This design comes from an exercise in tuning for small area, a short achievable clock period and few clock cycles on the open sky130 flow, not from production work. Function was checked by simulation only, so behaviour that the tests miss may differ from the original. No activity file was given, so power comes from the tool's default toggle rates.

==> run a: inputs <==
Design protobuf_read_reply_decoder_top, start of the top module:
module protobuf_read_reply_decoder_top (
	input  wire logic                   clk,
	input  wire logic                   arst_n,
	input  wire logic                   bytes_valid,
	output logic                        bytes_ready,
	input  wire logic [rrd_pkg::DATA_W-1:0]      bytes_data_byte,
	input  wire logic                   bytes_end_of_message,
	output logic                        results_valid,
	input  wire logic                   results_ready,
	output logic [rrd_pkg::STATUS_W-1:0]         results_status_code,
	output logic [rrd_pkg::WORD_W-1:0]           results_throttle_ms,
	output logic                        results_value_present,
	output logic [rrd_pkg::LENGTH_W-1:0]         results_value_length,
	output logic [rrd_pkg::DATA_W-1:0]           results_value_byte,
	output logic [rrd_pkg::INDEX_W-1:0]          results_byte_index,
	output logic                        results_value_too_long,
	output logic                        results_stopped_early,
	output logic                        results_last_result
);
==> flow/config.mk <==
export PLATFORM = sky130hd
export DESIGN_NAME = protobuf_read_reply_decoder_top
export DESIGN_NICKNAME = protobuf_read_reply_decoder_top
export VERILOG_FILES = /design/flow/design.v
export SDC_FILE = /design/flow/constraint.sdc
export NUM_CORES = 4
export LEC_CHECK = 0
export CAP_MARGIN = 20
export CORE_MARGIN = 2
export CORE_UTILIZATION = 40
export SLEW_MARGIN = 20
==> flow/constraint.sdc <==
create_clock -name core_clock -period 6.5 [get_ports {clk}]
set_input_delay 1.3000 -clock core_clock [delete_from_list [all_inputs] [get_ports {clk}]]
set_output_delay 1.3000 -clock core_clock [all_outputs]
set_load 0.01 [all_outputs]
run.sh (not shown) runs the stock make flow with config.mk's settings and CLKGATE_MAP_FILE= SYNTH_SCRIPT=/design/flow/synth_recipe.tcl, a recipe that flattens the netlist after the stock synthesis.
==> inputs of run b, as changes to run a <==
--- a/flow/design.v
+++ b/flow/design.v
@@ -24,29 +24,34 @@
 	output logic             rx_ready,
 	input  wire logic [7:0]  rx_data_byte,
 	input  wire logic        rx_end_of_message,
 	output logic             wr_en,
 	output logic [5:0]       wr_addr,
 	output logic [7:0]       wr_data,
 	input  wire logic        p_busy,
+	input  wire logic        p_thr_busy,
+	input  wire logic        out_idle,
+	output logic             thr_backup,
 	output logic             p_load,
 	output logic [1:0]       p_status,
 	output logic             p_thr_seen,
+	output logic             p_thr_kept,
 	output logic             p_present,
 	output logic [5:0]       p_len,
 	output logic             p_long,
 	output logic             p_stop,
 	output logic [6:0]       p_base,
 	output logic [31:0]      thr,
 	input  wire logic        old_v,
 	input  wire logic [6:0]  old_ptr
 );
 	logic       s0_v, s1_v;
 	logic [7:0] s0_d, s1_d;
 	logic       s0_e, s1_e;
+	logic       s0_z, s1_z;      
 	logic       take, proc, stall;
 	assign rx_ready = !s1_v;
 	assign take     = rx_valid && !s1_v;
 	assign proc     = s0_v && !stall;
 	always_ff @(posedge clk or negedge arst_n) begin
 		if (!arst_n) begin
 			s0_v <= 1'b0;
@@ -62,35 +67,41 @@
 			end
 		end
 	end
 	always_ff @(posedge clk) begin
 		if (proc && s1_v) begin
 			s0_d <= s1_d;
 			s0_e <= s1_e;
+			s0_z <= s1_z;
 		end else if (take && (proc || !s0_v)) begin
 			s0_d <= rx_data_byte;
 			s0_e <= rx_end_of_message;
+			s0_z <= (rx_data_byte[6:0] == 7'd0);
 		end
 		if (take && s0_v && !proc) begin
 			s1_d <= rx_data_byte;
 			s1_e <= rx_end_of_message;
+			s1_z <= (rx_data_byte[6:0] == 7'd0);
 		end
 	end
 	logic        ph_tag, ph_val, ph_len, ph_pay, ph_ign;
 	logic [3:0]  cnt;
-	logic [31:0] acc;
+	logic [11:0] acc;
 	logic        hz;
+	logic        nz;      
+	logic        pl;      
 	logic [1:0]  cls;
 	logic        fits;
 	logic [5:0]  nlen;
 	logic [6:0]  nbase;
 	logic [6:0]  wptr;
 	logic        room;
 	logic [1:0]  st;
 	logic        thr_seen;
+	logic        thr_kept;    
 	logic        present;
 	logic [5:0]  clen;
 	logic        long_q;
 	logic        stop;
 	logic [6:0]  m_old;
 	wire [7:0] b   = s0_d;
 	wire       eom = s0_e;
@@ -103,66 +114,63 @@
 	wire c9 = (cnt == 4'd9);
 	wire c123 = c1 || c2 || c3;
 	wire c2to8 = !c0 && !c1 && !c9;
 	wire ph_vint = ph_tag || ph_val || ph_len;
 	wire cls_err = (cls == rrd_pkg::FC_ERROR);
 	wire cls_thr = (cls == rrd_pkg::FC_THROTTLE);
 	wire cls_val = (cls == rrd_pkg::FC_VALUE);
-	logic [31:0] acc_v;
+	logic [11:0] acc_v;
 	always_comb begin
 		acc_v = acc;
 		if (c0) acc_v[6:0]   = acc[6:0]   | b[6:0];
-		if (c1) acc_v[13:7]  = acc[13:7]  | b[6:0];
-		if (c2) acc_v[20:14] = acc[20:14] | b[6:0];
-		if (c3) acc_v[27:21] = acc[27:21] | b[6:0];
-		if (c4) acc_v[31:28] = acc[31:28] | b[3:0];
+		if (c1) acc_v[11:7]  = acc[11:7]  | b[4:0];
 	end
 	wire any7 = |b[6:0];
 	wire hib_tag = (c0 && (b[5] || b[6])) || ((c123 || c4) && any7);
 	wire hib_err = (c0 && (|b[6:2])) || (c123 && any7) || (c4 && (|b[3:0]));
 	wire hib_len = (c1 && (b[5] || b[6])) || (c2to8 && any7) || (c9 && b[0]);
 	wire hi_tag  = hz || hib_tag;
 	wire hi_err  = hz || hib_err;
 	wire hi_len  = hz || hib_len;
 	wire hib     = ph_tag ? hib_tag : (ph_val ? hib_err : hib_len);
 	wire done    = ph_vint && !b7;            
 	wire ovf     = ph_vint && b7 && c9;       
 	wire [2:0] wt = acc_v[2:0];
 	wire [1:0] cls_new = hi_tag ? rrd_pkg::FC_OTHER : acc_v[4:3];
-	wire len_zero = !hi_len && (acc_v[11:0] == 12'd0);
+	wire len_zero = !nz && (c9 ? !b[0] : s0_z);
 	wire len_fit  = !hi_len && (acc_v[11:5] == 7'd0 || acc_v[11:0] == 12'd32);
-	wire pay_last = (acc[11:0] == 12'd1);
 	wire wr_req   = ph_pay && fits;
-	wire thr_commit_try = ph_val && !b7 && cls_thr;
-	assign stall = (p_busy && (eom || thr_commit_try)) || (wr_req && !room);
-	wire t_done  = proc && ph_tag && !b7;
-	wire v_done  = proc && ph_val && !b7;
-	wire l_done  = proc && ph_len && !b7;
-	wire p_byte  = proc && ph_pay;
-	wire p_done  = p_byte && pay_last;
+	wire thr_start = ph_val && cls_thr && c0;
+	assign stall = (p_busy && eom) || (thr_start && (p_thr_busy || (thr_seen && !out_idle)))
+	            || (wr_req && !room);
+	assign thr_backup = proc && thr_start && thr_seen;
+	wire v_done  = ph_val && !b7;
+	wire l_done  = ph_len && !b7;
+	wire p_done  = ph_pay && pl;
 	wire commit_full  = p_done && fits;
 	wire commit_empty = l_done && len_zero && cls_val;
 	wire drop         = p_done && !fits && cls_val;
 	wire err_commit   = v_done && cls_err;
 	wire thr_commit   = v_done && cls_thr;
-	assign wr_en   = proc && wr_req;
+	assign wr_en   = s0_v && wr_req && room;
 	assign wr_addr = wptr[5:0];
 	assign wr_data = b;
-	wire [6:0] wptr_n = wptr + {6'd0, wr_en};
+	wire [6:0] wptr_n = wptr + {6'd0, wr_req};
 	logic [1:0] st_n;
-	logic       thr_seen_n, present_n, long_n, stop_n;
+	logic       thr_seen_n, thr_kept_n, present_n, long_n, stop_n;
 	logic [5:0] clen_n;
 	logic [6:0] m_old_n;
 	always_comb begin
 		st_n       = st;
 		thr_seen_n = thr_seen || thr_commit;
+		thr_kept_n = !thr_commit && (thr_kept || (thr_start && thr_seen));
 		present_n  = present;
 		clen_n     = clen;
 		long_n     = long_q;
-		stop_n     = stop || (proc && (ovf || (ph_tag && !b7 && wt != 3'd0 && wt != 3'd2)));
+		stop_n     = stop || ovf || (ph_tag && !b7 && wt != 3'd0 && wt != 3'd2);
 		m_old_n    = m_old;
 		if (err_commit) st_n = hi_err ? 2'd3 : acc_v[1:0];
 		if (commit_full) begin
 			present_n = 1'b1;
 			clen_n    = nlen;
 			long_n    = 1'b0;
 			m_old_n   = nbase;
@@ -177,92 +185,108 @@
 			long_n    = 1'b1;
 			m_old_n   = wptr;
 		end
 	end
 	assign p_load     = proc && eom;
 	assign p_status   = st_n;
 	assign p_thr_seen = thr_seen_n;
+	assign p_thr_kept = thr_kept_n;
 	assign p_present  = present_n;
 	assign p_len      = clen_n;
 	assign p_long     = long_n;
 	assign p_stop     = stop_n;
 	assign p_base     = m_old_n;
 	wire [6:0] used = wptr - (old_v ? old_ptr : m_old);
 	always_ff @(posedge clk) begin
-		if (thr_commit) thr <= acc_v;
-		if (l_done) begin
+		if (proc && ph_val && cls_thr) begin
+			if (c0)       thr[6:0]   <= b[6:0];
+			if (c0 || c1) thr[13:7]  <= {7{c1}} & b[6:0];
+			if (c0 || c2) thr[20:14] <= {7{c2}} & b[6:0];
+			if (c0 || c3) thr[27:21] <= {7{c3}} & b[6:0];
+			if (c0 || c4) thr[31:28] <= {4{c4}} & b[3:0];
+		end
+		if (proc && l_done) begin
 			nlen  <= acc_v[5:0];
 			nbase <= wptr;
 		end
 	end
 	always_ff @(posedge clk or negedge arst_n) begin
 		if (!arst_n) begin
 			ph_tag   <= 1'b1;
 			ph_val   <= 1'b0;
 			ph_len   <= 1'b0;
 			ph_pay   <= 1'b0;
 			ph_ign   <= 1'b0;
 			cnt      <= 4'd0;
-			acc      <= 32'd0;
+			acc      <= 12'd0;
 			hz       <= 1'b0;
+			nz       <= 1'b0;
+			pl       <= 1'b0;
 			cls      <= rrd_pkg::FC_OTHER;
 			fits     <= 1'b0;
 			wptr     <= 7'd0;
 			room     <= 1'b1;
 			st       <= 2'd0;
 			thr_seen <= 1'b0;
+			thr_kept <= 1'b0;
 			present  <= 1'b0;
 			clen     <= 6'd0;
 			long_q   <= 1'b0;
 			stop     <= 1'b0;
 			m_old    <= 7'd0;
 		end else begin
-			wptr <= wptr_n;
-			room <= !used[6] && !(wr_en && used[5:0] == 6'd63);
+			if (proc && wr_req) wptr <= wptr + 7'd1;
+			room <= !used[6] && !(s0_v && wr_req && room && used[5:0] == 6'd63);
 			if (proc) begin
 				if (eom) begin
 					ph_tag   <= 1'b1;
 					ph_val   <= 1'b0;
 					ph_len   <= 1'b0;
 					ph_pay   <= 1'b0;
 					ph_ign   <= 1'b0;
 					cnt      <= 4'd0;
-					acc      <= 32'd0;
+					acc      <= 12'd0;
 					hz       <= 1'b0;
+					nz       <= 1'b0;
 					cls      <= rrd_pkg::FC_OTHER;
 					fits     <= 1'b0;
 					st       <= 2'd0;
 					thr_seen <= 1'b0;
+					thr_kept <= 1'b0;
 					present  <= 1'b0;
 					clen     <= 6'd0;
 					long_q   <= 1'b0;
 					stop     <= 1'b0;
 					m_old    <= wptr_n;
 				end else begin
 					st       <= st_n;
 					thr_seen <= thr_seen_n;
+					thr_kept <= thr_kept_n;
 					present  <= present_n;
 					clen     <= clen_n;
 					long_q   <= long_n;
 					stop     <= stop_n;
 					m_old    <= m_old_n;
 					if (ph_vint) begin
 						if (!b7) begin
 							cnt <= 4'd0;
 							hz  <= 1'b0;
+							nz  <= 1'b0;
 						end else begin
 							cnt <= c9 ? 4'd0 : cnt + 4'd1;
 							hz  <= hz || hib;
+							nz  <= nz || !s0_z;
 						end
 					end
+					pl <= ph_pay ? (acc[11:0] == 12'd2) : (acc_v[11:0] == 12'd1);
 					if (ph_pay) begin
 						acc[11:0] <= acc[11:0] - 12'd1;
 					end else if (ph_vint) begin
 						if (b7 || ph_len) acc <= acc_v;
-						else acc <= 32'd0;
+						else acc <= 12'd0;
 					end
 					if (ph_tag && !b7) begin
 						cls <= cls_new;
 						ph_tag <= 1'b0;
 						if (wt == 3'd0) ph_val <= 1'b1;
 						else if (wt == 3'd2) ph_len <= 1'b1;
 						else ph_ign <= 1'b1;
@@ -284,15 +308,15 @@
 					end
 					if (ovf) begin
 						ph_tag <= 1'b0;
 						ph_val <= 1'b0;
 						ph_len <= 1'b0;
 						ph_ign <= 1'b1;
 					end
-					if (ph_pay && pay_last) begin
+					if (ph_pay && pl) begin
 						ph_pay <= 1'b0;
 						ph_tag <= 1'b1;
 					end
 				end
 			end
 		end
 	end
@@ -303,17 +327,21 @@
 module rrd_emit (
 	input  wire logic        clk,
 	input  wire logic        arst_n,
 	input  wire logic        wr_en,
 	input  wire logic [5:0]  wr_addr,
 	input  wire logic [7:0]  wr_data,
 	output logic             p_busy,
+	output logic             p_thr_busy,
+	output logic             out_idle,
+	input  wire logic        thr_backup,
 	input  wire logic        p_load,
 	input  wire logic [1:0]  p_status,
 	input  wire logic        p_thr_seen,
+	input  wire logic        p_thr_kept,
 	input  wire logic        p_present,
 	input  wire logic [5:0]  p_len,
 	input  wire logic        p_long,
 	input  wire logic        p_stop,
 	input  wire logic [6:0]  p_base,
 	input  wire logic [31:0] thr,
 	output logic             old_v,
@@ -332,15 +360,15 @@
 );
 	logic [7:0] mem [64];
 	always_ff @(posedge clk) begin
 		if (wr_en) mem[wr_addr] <= wr_data;
 	end
 	logic       q_v;
 	logic [1:0] q_st;
-	logic       q_ts, q_pr, q_lg, q_sp;
+	logic       q_ts, q_tk, q_pr, q_lg, q_sp;
 	logic [5:0] q_len;
 	logic [6:0] q_base;
 	logic       cv, cnew, czero;
 	logic [4:0] ck, cend;
 	logic [6:0] rptr;
 	logic       o_v, o_last, o_pr, o_lg, o_sp;
 	logic [7:0] o_byte;
@@ -348,58 +376,68 @@
 	logic [1:0] o_st;
 	logic [31:0] o_thr;
 	logic [5:0] o_len;
 	wire adv   = cv && (!o_v || tx_ready);
 	wire clast = (ck == cend);
 	wire cload = q_v && !(cv && cnew) && (!cv || (adv && clast));
 	assign p_busy  = q_v;
+	assign p_thr_busy = q_v && q_ts && !q_tk;
+	logic idle_q;
+	assign out_idle   = idle_q;
 	assign old_v   = cv || q_v;
 	assign old_ptr = cv ? rptr : q_base;
 	always_ff @(posedge clk or negedge arst_n) begin
 		if (!arst_n) begin
 			q_v <= 1'b0;
+			idle_q <= 1'b1;
+			rptr <= 7'd0;
+			o_byte <= 8'd0;
 			cv  <= 1'b0;
 			o_v <= 1'b0;
 		end else begin
+			if (cload) rptr <= q_base;
+			else if (adv) rptr <= rptr + 7'd1;
+			if (adv) o_byte <= czero ? 8'd0 : mem[rptr[5:0]];
+			idle_q <= !o_v && !cv && !q_v;
 			if (p_load) q_v <= 1'b1;
 			else if (adv && cnew) q_v <= 1'b0;
 			if (cload) cv <= 1'b1;
 			else if (adv && clast) cv <= 1'b0;
 			if (adv) o_v <= 1'b1;
 			else if (tx_ready) o_v <= 1'b0;
 		end
 	end
 	always_ff @(posedge clk) begin
 		if (p_load) begin
 			q_st   <= p_status;
 			q_ts   <= p_thr_seen;
+			q_tk   <= p_thr_kept;
 			q_pr   <= p_present;
 			q_len  <= p_len;
 			q_lg   <= p_long;
 			q_sp   <= p_stop;
 			q_base <= p_base;
 		end
 		if (cload) begin
 			cnew  <= 1'b1;
 			czero <= (q_len == 6'd0);
 			ck    <= 5'd0;
 			cend  <= (q_len == 6'd0) ? 5'd0 : 5'(q_len - 6'd1);
-			rptr  <= q_base;
 		end else if (adv) begin
 			cnew <= 1'b0;
 			ck   <= ck + 5'd1;
-			rptr <= rptr + 7'd1;
+		end
+		if ((adv && cnew && !q_tk) || thr_backup) begin
+			o_thr <= thr & {32{q_ts || thr_backup}};
 		end
 		if (adv) begin
-			o_byte <= czero ? 8'd0 : mem[rptr[5:0]];
 			o_idx  <= ck;
 			o_last <= clast;
 			if (cnew) begin
 				o_st  <= q_st;
-				o_thr <= q_ts ? thr : 32'd0;
 				o_pr  <= q_pr;
 				o_len <= q_len;
 				o_lg  <= q_lg;
 				o_sp  <= q_sp;
 			end
 		end
 	end
@@ -435,15 +473,15 @@
 	output logic                        results_value_too_long,
 	output logic                        results_stopped_early,
 	output logic                        results_last_result
 );
 	logic        wr_en;
 	logic [5:0]  wr_addr;
 	logic [7:0]  wr_data;
-	logic        p_busy, p_load, p_thr_seen, p_present, p_long, p_stop;
+	logic        p_busy, p_thr_busy, out_idle, thr_backup, p_load, p_thr_seen, p_thr_kept, p_present, p_long, p_stop;
 	logic [1:0]  p_status;
 	logic [5:0]  p_len;
 	logic [6:0]  p_base;
 	logic [31:0] thr;
 	logic        old_v;
 	logic [6:0]  old_ptr;
 	rrd_parser u_parser (
@@ -453,17 +491,21 @@
 		.rx_ready          (bytes_ready),
 		.rx_data_byte      (bytes_data_byte),
 		.rx_end_of_message (bytes_end_of_message),
 		.wr_en             (wr_en),
 		.wr_addr           (wr_addr),
 		.wr_data           (wr_data),
 		.p_busy            (p_busy),
+		.p_thr_busy        (p_thr_busy),
+		.out_idle          (out_idle),
+		.thr_backup        (thr_backup),
 		.p_load            (p_load),
 		.p_status          (p_status),
 		.p_thr_seen        (p_thr_seen),
+		.p_thr_kept        (p_thr_kept),
 		.p_present         (p_present),
 		.p_len             (p_len),
 		.p_long            (p_long),
 		.p_stop            (p_stop),
 		.p_base            (p_base),
 		.thr               (thr),
 		.old_v             (old_v),
@@ -472,17 +514,21 @@
 	rrd_emit u_emit (
 		.clk               (clk),
 		.arst_n            (arst_n),
 		.wr_en             (wr_en),
 		.wr_addr           (wr_addr),
 		.wr_data           (wr_data),
 		.p_busy            (p_busy),
+		.p_thr_busy        (p_thr_busy),
+		.out_idle          (out_idle),
+		.thr_backup        (thr_backup),
 		.p_load            (p_load),
 		.p_status          (p_status),
 		.p_thr_seen        (p_thr_seen),
+		.p_thr_kept        (p_thr_kept),
 		.p_present         (p_present),
 		.p_len             (p_len),
 		.p_long            (p_long),
 		.p_stop            (p_stop),
 		.p_base            (p_base),
 		.thr               (thr),
 		.old_v             (old_v),
==> flow/flow/run.sh (new file) <==
#!/bin/bash
set -euo pipefail
export CTS_ARGS="-sink_clustering_enable -repair_clock_nets -dont_use_dummy_load -sink_clustering_size 20 -sink_clustering_max_diameter 200"
bash standard.sh > standard_flow.log 2>&1
==> flow/standard.sh (new file) <==
#!/bin/bash
# synth_recipe.tcl (not shown) runs the flow's synth.tcl, then flattens the netlist and writes it again
# the make line also repeats each setting of config.mk as NAME=value (left out here)
make -C /OpenROAD-flow-scripts/flow DESIGN_CONFIG=/design/flow/config.mk WORK_HOME=/design/flow/orfs CLKGATE_MAP_FILE= SYNTH_SCRIPT=/design/flow/synth_recipe.tcl "${@:-finish}"
- SETUP_SLACK_MARGIN: default -> 4.1
removed: flow/run.sh
==> notes.md <==
Register fraction of the total cell area: run b 0.621; run a 0.630
Design internal power: run b 8.93 mW; run a 9.92 mW
Clock-cell share of area: run b 0.0302; run a 0.0810
Final WS setup: run b 3.97 ns; run a 2.44 ns
Clock network latency to the later pin of the worst-skew pair: run b 0.61 ns; run a 0.63 ns
Combinational group share of total power: run b 0.355; run a 0.217
Outcome: run b no timing/DRC/antenna violations; run a no timing/DRC/antenna violations
Clock tree buffer count of the final layout: run b 42; run a 90
Met2 capacity usage during global routing: run b 0.317; run a 0.284
Routability cong.: run b 0.869; run a 0.846
Met3 layer usage reported by global route: run b 0.0233; run a 0.0398
Post-synthesis share of cell area spent on full adders, half adders and majority gates: run b 0.00650; run a 0.00604
Post-CTS setup buffer count: run b 61; run a 0
Tot Pwr: run b 13.5 mW; run a 14.1 mW
FF+latch count, synth: run b 733; run a 746
Mapped Nets: run b 1820; run a 1821
Number of flops mapped to enable cells by yosys: run b 652; run a 664
Worst flop-to-flop path endpoint: run b u_emit.o_byte[1]; run a u_emit.mem[46][3]
Buffers, non-clock: run b 193; run a 97
Area fraction in and, or, nand and nor cells after synthesis: run b 0.0744; run a 0.0650
Buffering stage count on the worst path with inverters included: run b 1; run a 0
Static Leak: run b 11.4 nW; run a 11.7 nW
Proportion of total power due to net switching: run b 0.338; run a 0.296
Final routed wire length divided by cell count: run b 25.4 µm; run a 24.0 µm
Overall routing resource usage: run b 0.189; run a 0.182
Power per unit of standard cell area: run b 388 mW/mm²; run a 404 mW/mm²
Vias in the first global route: run b 16800; run a 16700
Testbench counts of run a, summed over its fixed seeds: cycles 51,691.
Testbench counts of run b, summed over its fixed seeds: cycles 51,353.

[re-timing with driven ports]
How much do the figures lean on ideal ports? The routed layouts below were timed once more, with nothing changed but the port constraints. Step 1, drivers: a clkbuf_16 drives clk and a buf_2 each remaining input, both assumed. Step 2, shift: input delay + t, output delay - t, t = (earliest + latest rising clock arrival at the registers) / 2. This alone moves slack from input paths to output paths. a / b / c = ideal ports / drivers / drivers and shift; a / b = the first two.
run | shift t [ns] | setup WS [ns] | pins driven straight from the clock port
run a | 0.680 | 2.443 / 2.443 / 2.443 | 1
run b | 0.624 | 3.970 / 3.915 / 3.623 | 1
After both steps setup and hold are still met in every run listed. The setup slack of run b, which loses most, moves by -0.055 ns with the drivers and by -0.347 ns with both steps.
